Source: an optimization exercise on an open RTL-to-GDS flow (aim: small area and a short achievable clock period). Production flows keep margins and buffers that such runs may drop.
Function was checked by simulation only, so behaviour that the tests miss may differ from the original.
No activity file was given, so power comes from the tool's default toggle rates.

==> flow/design.v <==
package bus_pkg;
  localparam int ADDR_W = 20;
  localparam int DATA_W = 8;
  typedef enum logic {
    leer     = 1'b0,
    escribir = 1'b1
  } operacion;
  typedef enum logic [2:0] {
    IDLE = 3'd0,
    ADDR = 3'd1,
    WAIT = 3'd2,
    DATA = 3'd3,
    TURN = 3'd4
  } resp_state_t;
endpackage
module bm_hold (input logic we, input logic nwe, input logic d, input logic q,
                output logic y);
  assign y = (we & d) | (nwe & q);
endmodule
module bm_aoi222 (input logic a1, input logic b1, input logic a2, input logic b2,
                  input logic a3, input logic b3, output logic y);
  assign y = ~((a1 & b1) | (a2 & b2) | (a3 & b3));
endmodule
module bm_nand2 (input logic a, input logic b, output logic y);
  assign y = ~(a & b);
endmodule
module bm_nor2 (input logic a, input logic b, output logic y);
  assign y = ~(a | b);
endmodule
module bm_inv (input logic a, output logic y);
  assign y = ~a;
endmodule
module bm_nand4 (input logic a, input logic b, input logic c, input logic d,
                 output logic y);
  assign y = ~(a & b & c & d);
endmodule
module bm_nor4 (input logic a, input logic b, input logic c, input logic d,
                output logic y);
  assign y = ~(a | b | c | d);
endmodule
module bus_mem_responder #(
  parameter logic [bus_pkg::ADDR_W-1:0] BASE = 20'h00000,
  parameter int                DEPTH_LOG2  = 8,
  parameter int                WAIT_STATES = 1,
  parameter logic [bus_pkg::DATA_W-1:0] FILL_BYTE = 8'hFF
) (
  input  logic              clk,
  input  logic              reset,
  input  logic              EN,
  input  logic              RD_WR,
  input  logic [bus_pkg::ADDR_W-1:0] Direction,
  input  logic [bus_pkg::DATA_W-1:0] Bus_in,
  output logic [bus_pkg::DATA_W-1:0] Bus_out,
  output logic              Bus_oe,
  output logic              READY,
  output logic              ERR,
  output logic              Busy
);
  logic        busy_q, addr_q, wait_q, data_q;
  logic        err_q, oe_q, wnow_q;
  logic [7:0]  out_q;
  logic [7:0]  off_q;
  logic        op_q, in_win_q;
  logic [15:0] hi_n_q, lo_n_q;
  logic [7:0]  rdata;
  logic        accept;
  assign accept = !busy_q && EN;
  always_ff @(posedge clk or negedge reset) begin
    if (!reset) begin
      busy_q <= 1'b0;
      addr_q <= 1'b0;
      wait_q <= 1'b0;
      data_q <= 1'b0;
      err_q  <= 1'b0;
      oe_q   <= 1'b0;
      wnow_q <= 1'b0;
      out_q  <= '0;
    end else begin
      busy_q <= accept || addr_q || wait_q || data_q;
      addr_q <= accept;
      wait_q <= addr_q;
      data_q <= wait_q;
      err_q  <= wait_q && !in_win_q;
      oe_q   <= wait_q && !op_q;
      wnow_q <= wait_q && op_q && in_win_q;
      out_q  <= (wait_q && !op_q) ? (in_win_q ? rdata : FILL_BYTE) : 8'h00;
    end
  end
  always_ff @(posedge clk) begin
    if (!busy_q) begin
      off_q    <= Direction[7:0];
      op_q     <= RD_WR;
      in_win_q <= (Direction[19:8] == 12'h000);
    end
  end
  always_ff @(posedge clk) begin
    for (int i = 0; i < 16; i++) begin
      hi_n_q[i] <= (off_q[7:4] != i[3:0]);
      lo_n_q[i] <= (off_q[3:0] != i[3:0]);
    end
  end
  logic [255:0] rs;               
  logic [7:0]   row_q [256];      
  genvar r, b, k;
  generate
    for (r = 0; r < 256; r++) begin : g_row
      logic nwe, we;
      logic [7:0] nxt;
      bm_nor2  u_rs  (.a(hi_n_q[r / 16]), .b(lo_n_q[r % 16]), .y(rs[r]));
      bm_nand2 u_nwe (.a(rs[r]), .b(wnow_q), .y(nwe));
      bm_inv   u_we  (.a(nwe), .y(we));
      for (b = 0; b < 8; b++) begin : g_bit
        bm_hold u_h (.we(we), .nwe(nwe), .d(Bus_in[b]), .q(row_q[r][b]), .y(nxt[b]));
      end
      always_ff @(posedge clk) row_q[r] <= nxt;
    end
    for (b = 0; b < 8; b++) begin : g_rd
      logic [85:0] t1;    
      logic [21:0] t2;    
      logic [5:0]  t3;    
      for (k = 0; k < 85; k++) begin : g_t1
        bm_aoi222 u_a (.a1(rs[3*k]),   .b1(row_q[3*k][b]),
                       .a2(rs[3*k+1]), .b2(row_q[3*k+1][b]),
                       .a3(rs[3*k+2]), .b3(row_q[3*k+2][b]), .y(t1[k]));
      end
      bm_nand2 u_last (.a(rs[255]), .b(row_q[255][b]), .y(t1[85]));
      for (k = 0; k < 21; k++) begin : g_t2
        bm_nand4 u_n (.a(t1[4*k]), .b(t1[4*k+1]), .c(t1[4*k+2]), .d(t1[4*k+3]), .y(t2[k]));
      end
      bm_nand2 u_n21 (.a(t1[84]), .b(t1[85]), .y(t2[21]));
      for (k = 0; k < 5; k++) begin : g_t3
        bm_nor4 u_o (.a(t2[4*k]), .b(t2[4*k+1]), .c(t2[4*k+2]), .d(t2[4*k+3]), .y(t3[k]));
      end
      bm_nor2 u_o5 (.a(t2[20]), .b(t2[21]), .y(t3[5]));
      assign rdata[b] = ~&t3;
    end
  endgenerate
  assign Bus_out = out_q;
  assign Bus_oe  = oe_q;
  assign READY   = data_q;
  assign ERR     = err_q;
  assign Busy    = busy_q;
endmodule
==> flow/run.sh <==
#!/bin/bash
# synth_recipe.tcl (not shown) runs the flow's synth.tcl, then flattens the netlist and writes it again
# the make line also repeats each setting of config.mk as NAME=value (left out here)
make -C /OpenROAD-flow-scripts/flow DESIGN_CONFIG=/design/flow/config.mk WORK_HOME=/design/flow/orfs CLKGATE_MAP_FILE= SYNTH_SCRIPT=/design/flow/synth_recipe.tcl finish
==> flow/config.mk <==
export PLATFORM = sky130hd
export DESIGN_NAME = bus_mem_responder
export DESIGN_NICKNAME = bus_mem_responder
export VERILOG_FILES = /design/flow/design.v
export SDC_FILE = /design/flow/constraint.sdc
export NUM_CORES = 4
export LEC_CHECK = 0
export CAP_MARGIN = 20
export CORE_MARGIN = 2
export CORE_UTILIZATION = 40
export SLEW_MARGIN = 20
export SYNTH_HIERARCHICAL = 1
==> flow/constraint.sdc <==
create_clock -name core_clock -period 5.0 [get_ports {clk}]
set_input_delay 1.0000 -clock core_clock [delete_from_list [all_inputs] [get_ports {clk}]]
set_output_delay 1.0000 -clock core_clock [all_outputs]
set_load 0.01 [all_outputs]
==> flow_summary_export.csv, run 1 <==
group,metric,value,unit
worst_setup_path,timing.setup.critical_path_class,"reg2reg",
sta,finalCriticalPeriod,4.00,ns
floorplan,placement_rows,155,
clocking,htree_levels,4,
worst_setup_path,endpoint_kind,"flop",
run_status,status,"timing/DRC/antenna clean",
sta,unrepaired_setup_endpoints_after_global_routing,"no",
worst_setup_path,worst_r2r_src,"lo_n_q[7]",
global_routing,globalRouteOverflowTotal,0,
logic_synthesis,seq_cells_post_synth,2105,
sta,min_period_over_period,0.800,
floorplan,start_util,0.403,
placement,io_buffers,43,
cells_and_area,area_growth,15.6,%
sta,tightest_slew,1.20,ns
global_routing,grtUsageTotal,0.251,
clocking,ctsLongestPathBuffers,3,
cells_and_area,final_cell_mix,"2,064 x sky130_fd_sc_hd__dfxtp_1, 2,048 x sky130_fd_sc_hd__a22o_1, 680 x sky130_fd_sc_hd__a222oi_1",
global_routing,antenna_found_initial,8,
global_routing,number_of_global_route_vias_before_repair,55200,
logic_synthesis,synth.yosys.seq_area_share,0.587,
routing,num_vias,58700,
worst_setup_path,timing.critical_path.from,"lo_n_q[7]",
routing,wire_per_inst,27.8,um
cells_and_area,number_of_antenna_cells_inserted,0,
power_and_ir_drop,power_leakage,32.5,nW
clocking,cts_inserted_buffers,207,
routing,drcViolationCount,0,
worst_setup_path,critPathLaunchType,"flop",
worst_setup_path,critPathRequiredTime,5.69,ns
floorplan,design.portCount,44,
sta,achievable-frequency,250,MHz
logic_synthesis,syn-num-nets,5938,
clocking,clock_tree_from_tritoncts,"yes",
routing,detail-route-antenna-nets,0,
logic_synthesis,syn_area,72000,um^2
sta,timing.max_slew.rel_slack,0.202,
sta,worst_clock_skew,0.0435,ns
routing,drt_iter0_drc,9494,
floorplan,dieHeight,428,um
global_routing,use_met1,0.360,
worst_setup_path,crit_path_max_fanout,16,
cells_and_area,share_of_layout_cells_above_drive_strength_1,0.0752,
global_routing,met2_usage,0.366,
placement,place_worst_setup_slack,1.08,ns
cells_and_area,fillerInstances,15900,
power_and_ir_drop,p_total,35.2,mW
global_routing,globalRoute.busiestLayer,"met2",
routing,drt_pass_1_iters,13,
routing,route.detailed.vias_per_inst,6.71,
clocking,cts_hold_repair.buffers,0,
placement,finalWeightedCongestion,0.908,
floorplan,overall_die_area,183000,um^2
hold_path,worst_hold_check_path_type,"reg2reg",
sta,timing.setup.tns,0,ns
hold_path,hp-start,"addr_q",
clocking,number_of_buffers_added_for_setup_after_cts,0,
worst_setup_path,worstPathArrival,4.69,ns
power_and_ir_drop,power_density,423,nW/um^2
sta,post-route-worst-setup-slack,0.998,ns
global_routing,grt_first_pass_wirelength,361,mm
sta,maxSlewViolCount,0,
clocking,cts_num_sinks,2105,
logic_synthesis,syn_area_per_cell,12.2,um^2
logic_synthesis,post_synthesis_cells,5906,
global_routing,grt_max_degree,96,
global_routing,use_met3,0.0438,
routing,detail_route.wirelength,243,mm
placement,place_hpwl,154,mm
clocking,clk_latency,0.85,ns
cells_and_area,final_common_cell,"sky130_fd_sc_hd__dfxtp_1",
clocking,cts-resized-gates,0,
logic_synthesis,yosysUniqueCellTypes,24,
sta,finalSetupViolCount,0,
job,maximum_capacitance_violations,0,
logic_synthesis,ys.warnings.count,9,
sta,finalHoldViolCount,0,
floorplan,core,179000,um^2
floorplan,floorplan.die.width,428,um
clocking,clkSlewWorstSetupHoldPaths,0.06,ns
cells_and_area,final_nets,6259,
clocking,clock_tree.root_cell,"sky130_fd_sc_hd__clkbuf_16",
power_and_ir_drop,largest_voltage_drop_on_the_vdd_net,0.370,mV
through the flow:
step	cells	hold WS, ns	area [um^2]	utilization
3_3_place_gp	8373	0.358	76200	0.427
6_report	8750	0.405	83300	0.466
5_1_grt	8750	0.426	83300	0.466
4_1_cts	8750	0.408	83300	0.466
3_5_place_dp	8373	0.389	76200	0.427
2_1_floorplan	5906	0.349	72000	-
final timing paths:
check	slack (ns)	to	depth (start not counted)
max in group asynchronous	3.69	wnow_q	1
setup reg to reg	1.0	out_q[0]	6
min in group asynchronous	0.66	addr_q	1
hold reg to reg	0.41	wait_q	0
hold / removal	0.41	wait_q	0
setup / recovery	1.0	out_q[0]	6
Yosys stat by module, one instance, submodules excluded:
module             flops+latches  times used
bm_aoi222                      0         680
bm_hold                        0        2048
bm_inv                         0         256
bm_nand2                       0         272
bm_nand4                       0         168
bm_nor2                        0         264
bm_nor4                        0          40
bus_mem_responder           2105           1
cell usage after synthesis, drive strengths merged:
cell type / n / area share
a222oi: 680 / 0.095
a22o: 2048 / 0.25
a41oi: 8 / 0.0011
and2b: 4 / 0.00042
and3: 2 / 0.00019
and4: 8 / 0.00097
buf: 2 / 0.00023
dfrtp: 15 / 0.0052
dfxtp: 2080 / 0.58
edfxtp: 10 / 0.0042
inv: 258 / 0.013
nand2: 290 / 0.015
nand2b: 1 / 0.000087
nand3: 12 / 0.00083
nand4: 170 / 0.015
nor2: 268 / 0.014
nor2b: 6 / 0.00056
nor4: 43 / 0.0072
or4: 1 / 0.00010
area by class of cell:
type / count / area (um^2) / share of cell area
clock buffer: 299 / 6170 / 0.0742
multi-input combinational: 3541 / 28700 / 0.345
sequential: 2105 / 42300 / 0.509
clock inverter: 78 / 867 / 0.0104
inverter: 258 / 968 / 0.0116
timing repair buffer: 114 / 1230 / 0.0148
tap: 2355 / 2950 / 0.0354
critical path, stage by stage (launching register included):
cell and delay, ns:
sky130_fd_sc_hd__dfxtp_2 1.12, sky130_fd_sc_hd__nor2_1 0.39, sky130_fd_sc_hd__a222oi_1 0.66, sky130_fd_sc_hd__nand4_1 0.30
sky130_fd_sc_hd__nor4_2 0.75, sky130_fd_sc_hd__and4_1 0.46, sky130_fd_sc_hd__a41oi_1 0.15
report_power, final:
part	switching, mW	internal (mW)	total (mW)
Clock	6.70	9.29	16.0
Combinational	0.978	0.423	1.40
Sequential	0.605	17.2	17.8
cells by family (layout without fill, tap and decap cells):
family,after synthesis,count (layout),synth area share
AND/OR/NAND/NOR,805,805,0.0542
buffers and inverters,260,749,0.0137
flip-flops,2105,2105,0.587
AO/OA/AOI/OAI,2736,2736,0.345
per-layer routing:
metal  vias to the layer above  share of wire
met5                         -       0.000053
met4                         2          0.045
met3                       550          0.089
met2                      3336           0.42
met1                     29000           0.45
li1                      25800              -
flip-flops by register name, summed over array words and instances (netlist names), 8 cells and up:
signal  flops
hi_n_q     16
lo_n_q     16
off_q       8
row_q    2048
out_q       8
==> run 2: changes to the inputs <==
--- a/flow/config.mk
+++ b/flow/config.mk
@@ -9,4 +9,5 @@
 export CORE_MARGIN = 2
 export CORE_UTILIZATION = 40
+export SETUP_SLACK_MARGIN = 2.4
 export SLEW_MARGIN = 20
 export SYNTH_HIERARCHICAL = 1
==> flow_summary_export.csv, run 2 <==
group,metric,value,unit
power_and_ir_drop,power_leakage,33.2,nW
cells_and_area,fillerInstances,15900,
logic_synthesis,yosysUniqueCellTypes,24,
floorplan,placement_rows,155,
cells_and_area,utilization,0.475,
routing,drt_pass_1_iters,14,
routing,num_vias,59300,
logic_synthesis,synth.yosys.seq_area_share,0.587,
logic_synthesis,seq_cells_post_synth,2105,
floorplan,design.portCount,44,
sta,unrepaired_setup_endpoints_after_global_routing,"yes",
global_routing,antenna_found_initial,5,
sta,finalHoldViolCount,0,
placement,finalWeightedCongestion,0.933,
logic_synthesis,synth_top_flop_cell,"sky130_fd_sc_hd__dfxtp_1",
hold_path,worst_hold_check_path_type,"reg2reg",
cells_and_area,reg_top3,"row_q x2048, hi_n_q x16, lo_n_q x16",
worst_setup_path,timing.setup.critical_path_class,"reg2reg",
sta,timing.setup.tns,0,ns
floorplan,start_util,0.403,
placement,place_hpwl,153,mm
power_and_ir_drop,largest_voltage_drop_on_the_vdd_net,0.304,mV
sta,tightest_slew,1.06,ns
routing,drcViolationCount,0,
clocking,cts_inserted_buffers,207,
logic_synthesis,yosysTopAreaCellShare,0.578,
cells_and_area,largest_register,"row_q",
logic_synthesis,synth_top_cells_by_area,"sky130_fd_sc_hd__dfxtp_1 58%, sky130_fd_sc_hd__a22o_1 25%, sky130_fd_sc_hd__a222oi_1 9.5%",
routing,detail_route.wirelength,247,mm
global_routing,number_of_global_route_vias_before_repair,54900,
power_and_ir_drop,power_density,416,nW/um^2
floorplan,overall_die_area,183000,um^2
logic_synthesis,synth_edf_count,10,
global_routing,grtUsageTotal,0.254,
worst_setup_path,critPathRequiredTime,5.66,ns
sta,worst_clock_skew,0.0370,ns
worst_setup_path,critical_path.slowest_cell,"sky130_fd_sc_hd__a222oi_1",
worst_setup_path,worstPathArrival,3.55,ns
run_status,status,"timing/DRC/antenna clean",
logic_synthesis,synthMostInstantiatedCell,"sky130_fd_sc_hd__dfxtp_1",
worst_setup_path,crit_path_max_fanout,16,
placement,io_buffers,43,
logic_synthesis,ys.warnings.count,9,
logic_synthesis,synth.top_cells.by_count,"2,080 x sky130_fd_sc_hd__dfxtp_1, 2,048 x sky130_fd_sc_hd__a22o_1, 680 x sky130_fd_sc_hd__a222oi_1",
clocking,clock_tree.root_cell,"sky130_fd_sc_hd__clkbuf_16",
clocking,cts_num_sinks,2105,
hold_path,hold_path_cell_cnt,0,
job,maximum_capacitance_violations,0,
cells_and_area,largest_reg_flops,2048,
floorplan,floorplan.die.width,428,um
worst_setup_path,max_stage_delay,0.63,ns
floorplan,core,179000,um^2
sta,timing.max_slew.rel_slack,0.293,
logic_synthesis,synth_top_area_cell,"sky130_fd_sc_hd__dfxtp_1",
global_routing,globalRouteOverflowTotal,0,
worst_setup_path,worst-r2r-cell-count,5,
logic_synthesis,syn-num-nets,5938,
cells_and_area,final_nets,6339,
worst_setup_path,endpoint_kind,"flop",
clocking,ctsLongestPathBuffers,3,
sta,maxSlewViolCount,0,
clocking,clkSlewWorstSetupHoldPaths,0.06,ns
logic_synthesis,syn_area,72000,um^2
worst_setup_path,critPathLaunchType,"flop",
sta,min_period_over_period,0.578,
worst_setup_path,critical_path_depth,5,
worst_setup_path,timing.critical_path.buf_inv,0,
clocking,clock_tree_from_tritoncts,"yes",
routing,detail-route-antenna-nets,0,
cells_and_area,share_of_layout_cells_above_drive_strength_1,0.0985,
routing,route.detailed.vias_per_inst,6.71,
worst_setup_path,cell_type_group_with_the_largest_total_delay_on_the_critical_path,"simple AND/OR/NAND/NOR gates",
clocking,clk_latency,0.84,ns
logic_synthesis,post_synthesis_cells,5906,
sta,finalSetupViolCount,0,
routing,wire_per_inst,28.0,um
sta,achievable-frequency,346,MHz
global_routing,grt_first_pass_wirelength,366,mm
clocking,htree_levels,4,
cells_and_area,area_growth,17.7,%
routing,drt_iter0_drc,10600,
sta,finalCriticalPeriod,2.89,ns
clocking,cts_hold_repair.buffers,0,
global_routing,grt_max_degree,97,
floorplan,dieHeight,428,um
logic_synthesis,syn_area_per_cell,12.2,um^2
cells_and_area,final_cell_mix,"2,048 x sky130_fd_sc_hd__a22o_1, 2,048 x sky130_fd_sc_hd__dfxtp_1, 680 x sky130_fd_sc_hd__a222oi_1",
logic_synthesis,asyncSetResetFlopFracSynth,0.00713,
worst_setup_path,critical_path.cell_chain,"nor2_1 > a222oi_1 > nand4_1 > nor4_2 > a41oi_2",
[run 2: cell counts after synthesis]
Identical to the previous run, type by type.
[run 2: logic make-up after synthesis]
family | share of synthesized area
flops | 0.587
buf+inv | 0.0137
simple gates | 0.0542
compound gates | 0.345
[run 2: final timing paths]
kind	startpoint	end	slack, ns
max	hi_n_q[4]	out_q[4]	2.11
min	addr_q	wait_q	0.38
max reg2reg	hi_n_q[4]	out_q[4]	2.11
min reg2reg	addr_q	wait_q	0.38
max in group asynchronous	reset	wnow_q	3.81
min in group asynchronous	reset	err_q	0.62
[run 2: metrics by stage]
step / area, um^2 / power [mW] / hold slack [ns] / instances / setup slack (ns)
floorplan: 72000 / 18.3 / 0.349 / 5906 / 2.53
global placement: 76100 / 19.5 / 0.355 / 8359 / 1.06
detailed placement: 76100 / 19.5 / 0.365 / 8359 / 1.17
CTS: 84300 / 35.3 / 0.384 / 8813 / 2.19
global route: 84800 / 36.2 / 0.405 / 8837 / 2.15
finish: 84800 / 35.3 / 0.381 / 8838 / 2.11
[run 2: area by class of cell]
class                           count  area, um^2  share of cell area
Sequential cell                  2105       42400               0.500
Multi-Input combinational cell   3542       29200               0.345
Clock buffer                      305        6080              0.0718
Tap cell                         2355        2950              0.0348
Timing Repair Buffer              193        2310              0.0272
Inverter                          258         968              0.0114
Clock inverter                     77         790             0.00931
Antenna cell                        3        7.51           0.0000886
[run 2: layer usage]
layer / global-route usage / share of wire / wire length (um) / up-vias
li1: - / - / - / 26000
met1: 0.360 / 0.43 / 107000 / 29100
met2: 0.379 / 0.43 / 107000 / 3545
met3: 0.0488 / 0.094 / 23300 / 576
met4: 0.103 / 0.039 / 9590 / 2
met5: 0 / 0.000065 / 16 / -
[run 2: power by group]
group / internal, mW / switching, mW
clock network: 9.00 / 6.73
registers: 17.2 / 0.461
logic: 0.630 / 1.21
total: 26.8 / 8.40
[run 2: modules after synthesis, one instance, submodules excluded, a selection]
module / cell area [um^2] / flip-flops and latches / copies in the design
bm_nand4: 6.26 / 0 / 168
bm_nand2: 3.75 / 0 / 272
bm_nor4: 12.5 / 0 / 40
bm_nor2: 3.75 / 0 / 264
bm_aoi222: 10.0 / 0 / 680
bm_hold: 8.76 / 0 / 2048
[run 2: what timing repair did]
| action | CTS | global route |
|---|---|---|
| gates cloned | 1 | 2 |
| endpoints found under the setup margin | 343 | 43 |
| buffers inserted | 71 | 20 |
| gates resized for setup | 182 | 49 |
| pin swaps | 124 | 87 |

static timing again, ports no longer ideal:
In the flow no input, the clock included, has a driving cell. The finished layouts below were timed again as built, in two steps. Step 1: set_driving_cell puts a clkbuf_16 on clk and a buf_2 on each other input, an assumption about the parent block. Step 2 adds t to the input delays and takes it off the output delays; t is the mean of the earliest and latest rising clock arrival at the registers after step 1. Input paths then give back, and output paths get back, about the clock's delay inside the block. Three values: no drivers, after step 1, after step 2; two values: the first two.
run	shift t [ns]	setup slack, ns	worst setup path at the end	cell pins on the clock port's net
run 1	0.915	0.998 / 0.998 / 0.998	register to register	1
run 2	0.901	2.111 / 2.111 / 2.111	register to register	1
After both steps setup and hold are still met in every run listed.
